From an optimization exercise on the open Yosys and OpenROAD flow, aimed at small area and a short achievable clock period; shortcuts taken in it are not production practice.
Where RTL was checked, it was by simulation tests only, not by an equivalence proof against the original.
Power and IR drop assume default switching activity.

## binomial_pipeline_schedule
module binomial_pipeline_schedule (
  input  logic                              clk_i,
  input  logic                              rst_ni,
  input  logic                              start_i,
  output logic                              busy_o,
  input  logic                              req_type_i,
  input  logic [bps_pkg::RankBits-1:0]      rank_i,
  input  logic [bps_pkg::StepBits-1:0]      step_i,
  input  logic                              cfg_we_i,
  input  logic [bps_pkg::CfgIdxBits-1:0]    cfg_idx_i,
  input  logic [bps_pkg::CfgDataBits-1:0]   cfg_wdata_i,
  output logic                              valid_o,
  output logic                              transfer_valid_o,
  output logic [bps_pkg::RankBits-1:0]      peer_rank_o,
  output logic [bps_pkg::BlockBits-1:0]     block_index_o,
  output logic [bps_pkg::StepBits-1:0]      forged_index_o
);
  assign busy_o = 1'b0;
  logic [3:0]  l_q;
  logic [15:0] b_q;
  always_ff @(posedge clk_i or negedge rst_ni) begin
    if (!rst_ni) begin
      l_q <= 4'd1;
      b_q <= 16'd1;
    end else if (cfg_we_i) begin
      if (cfg_idx_i == 1'b0) begin
        l_q <= (cfg_wdata_i[3:0] == 4'd0) ? 4'd1 : cfg_wdata_i[3:0];
      end else begin
        b_q <= cfg_wdata_i;
      end
    end
  end
  logic        zb;
  logic [15:0] last;
  assign zb   = (b_q == 16'd0);
  assign last = zb ? 16'd0 : b_q - 16'd1;
  logic v1_q, v2_q, v3_q, v4_q, v5_q;
  always_ff @(posedge clk_i or negedge rst_ni) begin
    if (!rst_ni) begin
      v1_q    <= 1'b0;
      v2_q    <= 1'b0;
      v3_q    <= 1'b0;
      v4_q    <= 1'b0;
      v5_q    <= 1'b0;
      valid_o <= 1'b0;
    end else begin
      v1_q    <= start_i;
      v2_q    <= v1_q;
      v3_q    <= v2_q;
      v4_q    <= v3_q;
      v5_q    <= v4_q;
      valid_o <= v5_q;
    end
  end
  logic        req1_q, req2_q, req3_q;
  logic [14:0] rank1_q, rank2_q, rank3_q;
  logic [16:0] s1_q, s2_q, s3_q, s4_q;
  logic [3:0]  u15_d, u15_q;
  logic [6:0]  t63_d, t63_q, z13_d, z13_q;
  logic [5:0]  z11_d, z11_q;
  logic [3:0]  si3_d, si3_q, si4_q;
  bps_mod_a u_mod_a (
    .s   (s1_q),
    .u15 (u15_d),
    .t63 (t63_d),
    .z13 (z13_d),
    .z11 (z11_d)
  );
  bps_mod_b u_mod_b (
  ...
export LEC_CHECK = 0
export ABC_AREA = 1
export CAP_MARGIN = 20
export CORE_MARGIN = 2
export CORE_UTILIZATION = 40
export SLEW_MARGIN = 20
create_clock -name core_clock -period 7.0 [get_ports {clk_i}]
standard.sh (not shown) runs the stock make flow with config.mk's settings and CLKGATE_MAP_FILE= SYNTH_SCRIPT=/design/flow/synth_recipe.tcl, a recipe that flattens the netlist after the stock synthesis.
==> flow/flow/run.sh <==
#!/bin/bash
# The standard ORFS layout, with Yosys's adder-cell mapping turned off so that ABC maps the
# arithmetic together with the rest of the logic. Registers and everything else as in
# standard.sh; each tool's output lands in orfs/logs, make's own output in make_finish.log.
set -euo pipefail
cd "$(dirname "$0")/.."
bash standard.sh ADDER_MAP_FILE= finish > make_finish.log 2>&1
The baseline ran to the end with no violations.
Edit:
==> flow/flow/run.sh (replaced) <==
#!/bin/bash
# The standard ORFS layout with two changes: Yosys's adder-cell mapping is off, so that ABC
# maps the arithmetic together with the rest of the logic, and the port buffers are
# buf_2 cells. Registers and everything else as in standard.sh; each tool's output lands
# in orfs/logs, make's own output in make_finish.log.
set -euo pipefail
cd "$(dirname "$0")/.."
bash standard.sh ADDER_MAP_FILE= "BUFFER_PORTS_ARGS=-buffer_cell sky130_fd_sc_hd__buf_2" finish > make_finish.log 2>&1
Result:
- cell area drops by a few percent
- maximum frequency drops slightly
- synthesized cell count does not change
- critical path depth does not change
- routed wire length climbs slightly
- core utilization drops by 1.4 points

v6:
Another version of the RTL of binomial_pipeline_schedule (not shown whole).
For scale: roughly 310 flip-flops, roughly 110 I/O pins, about 14,000 um2 of cells after synthesis.
Settings: LEC_CHECK=0, ABC_AREA=1, CAP_MARGIN=20, CORE_MARGIN=2, CORE_UTILIZATION=40, SETUP_SLACK_MARGIN=4.4, SLEW_MARGIN=20; clock period 7.0 ns.
==> flow/flow/run.sh <==
#!/bin/bash
# The standard ORFS layout with two changes: Yosys's adder-cell mapping is off, so that ABC
# maps the arithmetic together with the rest of the logic, and the port buffers are
# buf_2 cells. Registers and everything else as in standard.sh; each tool's output lands
# in orfs/logs, make's own output in make_finish.log.
set -euo pipefail
cd "$(dirname "$0")/.."
bash standard.sh ADDER_MAP_FILE= "BUFFER_PORTS_ARGS=-buffer_cell sky130_fd_sc_hd__buf_2" finish > make_finish.log 2>&1
Here is what was changed in the inputs of v7 compared with v6.
- SETUP_SLACK_MARGIN removed (was 4.4)
==> run notes <==
Cmp v7 and v6 / setup slack of the critical path after layout / higher: v6
In the flow results for v7 and v6, the area growth from synthesis to final layout is smaller on v7.
Of v7 and v6, v7 shows the lower wire length, with v6 above it.
No functional check of the RTL was part of any run of this note.

== job 287 ==
binomial_pipeline_schedule, a different RTL version from the one above (not shown whole).
Size in the first run: roughly 2,100 cells after synthesis, ~300 flip-flops, about 14,000 sq um of cells after synthesis.
export LEC_CHECK = 0
export ABC_AREA = 1
export CAP_MARGIN = 10
export CORE_MARGIN = 2
export CORE_UTILIZATION = 40
export SETUP_SLACK_MARGIN = 4.4
export SLEW_MARGIN = 10
create_clock -name core_clock -period 7.0 [get_ports {clk_i}]
Scripts as last shown in full above: flow/flow/run.sh
Job 287: flow completed, timing, DRC and antenna clean
Input changes introduced in job 4888 (baseline for comparison: job 287):
- CAP_MARGIN: 10 -> 20
- SLEW_MARGIN: 10 -> 20
- CORE_UTILIZATION: 40 -> 55
- SETUP_SLACK_MARGIN: 4.4 -> 4.45
## What came out
- Job 287 has lower clock network fraction of total power than job 4888.
- Met1 global-route usage in job 4888 vs job 287: up 6.7 points
- NOTE: time the worst path needs with I/O delays and setup in job 4888 falls short of that of job 287
- Setup slack was higher in job 4888 than in job 287.
Relative to job 4888, the following input files were edited for job 9226:
- a change of SETUP_SLACK_MARGIN from 4.45 to 4.5
- a change of CORE_UTILIZATION from 55 to 40
- an added TNS_END_PERCENT of 50
[summary]
Going from job 4888 to job 9226, the standard cell core area was found to have gone up by 37%. [job 9226] chip width rose 28 um relative to job 4888. Higher clock insertion delay at the later pin of the skew report goes to job 9226 over job 4888. Job 9226 vs job 4888 — count of clock-buffer cells in the layout dropped by a little under 10%. Diff job 4888 -> job 9226: number of gates on the worst path with buffers counted -16, total of hold buffers inserted after clock tree synthesis did not really move, part of the cycle the worst path needs rose by 0.22 points, highest attainable clock frequency decreased by 0.63% relative to the old numbers, hold slack increased by 0.0054 ns relative to the old numbers. Relative to job 4888, depth of the most critical reg-to-reg path has decreased by 1 in job 9226.
Input-level comparison between job 3707 and job 9226:
- TNS_END_PERCENT no longer set, was 50
- SETUP_SLACK_MARGIN now 4.4, was 4.5
Findings:
- Job 3707 and job 9226 ended up with nearly the same flip-flop and latch count.
- Comparing job 3707 against job 9226, there is no change at all in post-CTS setup repair buffer count.
- Per the comparison of job 3707 with job 9226, synthesis-to-layout area growth has decreased; final area went down by 1.9%; via count shrank by 46; share of the clock period used by the worst path did not really move.
- Job 3707 against job 9226; power is down slightly.
- | worst hold slack | job 9226 vs job 3707 | ≈ equal |
- Job 3707 improves on job 9226 in detailed-route wire length.
- | met3 global-route usage | job 9226 vs job 3707 | ≈ equal |
- Data arrival time of the critical path: job 3707 vs job 9226 — no meaningful difference
Relative to job 3707, the following input files were edited for job 2268:
==> flow/flow/run.sh <==
#!/bin/bash
# The standard ORFS layout with three changes: Yosys's adder-cell mapping is off, so that
# ABC maps the arithmetic together with the rest of the logic; ABC's area script leaves
# out its buffering and upsizing, which would size every gate for an unreachable delay
# target (placement-time repair sizes the gates instead); and the port buffers are buf_2
# cells. Registers and everything else as in standard.sh; each tool's output lands in
# orfs/logs, make's own output in make_finish.log.
set -euo pipefail
cd "$(dirname "$0")/.."
rm -rf scripts_abc
cp -r "$FLOW_HOME/scripts" scripts_abc
cp flow/abc_area.script scripts_abc/abc_area.script
bash standard.sh ADDER_MAP_FILE= "BUFFER_PORTS_ARGS=-buffer_cell sky130_fd_sc_hd__buf_2" \
  SCRIPTS_DIR="$PWD/scripts_abc" finish > make_finish.log 2>&1
==> flow/flow/abc_area.script (new file) <==
strash
dch
map -B 0.9
topo
stime -c
dnsize -c
Going from job 3707 to job 2268, detailed route wirelength on metal2 ~0 delta; switching power share of the total shrank by 0.32 points; critical path data required time now sits higher.
On via density per instance, job 2268 and job 3707 are basically level.
| number of fill cells | job 2268 vs job 3707 | 2.4% lower |
Job 3707 → job 2268: synthesized cell count went down 24, sequential share of layout area shrank by 0.84 points, final non-filler cell total climbed 19, worst-skew pair later-pin latency decreased 0.03 ns.
Sort job 2268 and job 3707 by global-route usage asc -> top: job 3707
Share of total power in combinational logic ends up lower on job 2268.

[static timing again, ports no longer ideal]
Ports are ideal in the flow. The routed layouts listed here were re-timed in OpenROAD.
Step 1 assumes that a clkbuf_16 drives the clock port and a buf_2 every other input.
Step 2 moves the port delays by t, midway between the first and last clock arrival at a register: inputs arrive t later, outputs are due t later. That takes back most of the time a late clock gives input paths.
a / b / c = ideal / step 1 / step 2; a / b = the first two.
run	shift t [ns]	setup WS [ns]	hold slack, ns	slew at the worst register clock pin (ns)	cell pins on the clock port's net
the first run of note 1	0.570	4.197 / 4.158 / 3.947	0.314 / 0.314 / 0.314	0.07 / 0.07	1
the second run of note 1	0.589	4.170 / 4.170 / 4.170	0.316 / 0.316 / 0.316	0.07 / 0.07	1
v6	0.589	3.900 / 3.900 / 3.900	0.325 / 0.325 / 0.325	0.07 / 0.07	1
v7	0.585	3.863 / 3.863 / 3.863	0.308 / 0.308 / 0.308	0.06 / 0.06	1
job 287	0.631	4.513 / 4.460 / 4.380	0.319 / 0.319 / 0.319	0.07 / 0.07	1
job 4888	0.603	4.532 / 4.507 / 4.488	0.314 / 0.314 / 0.314	0.07 / 0.07	1
job 9226	0.631	4.516 / 4.463 / 4.395	0.320 / 0.320 / 0.320	0.07 / 0.07	1
job 3707	0.631	4.513 / 4.460 / 4.380	0.319 / 0.319 / 0.319	0.07 / 0.07	1
job 2268	0.583	4.470 / 4.470 / 4.110	0.314 / 0.314 / 0.314	0.06 / 0.06	1
After both steps setup and hold are still met in every run listed. For job 2268, which loses most, drivers alone change the setup slack by 0.000 ns; drivers and shift together by -0.360 ns.
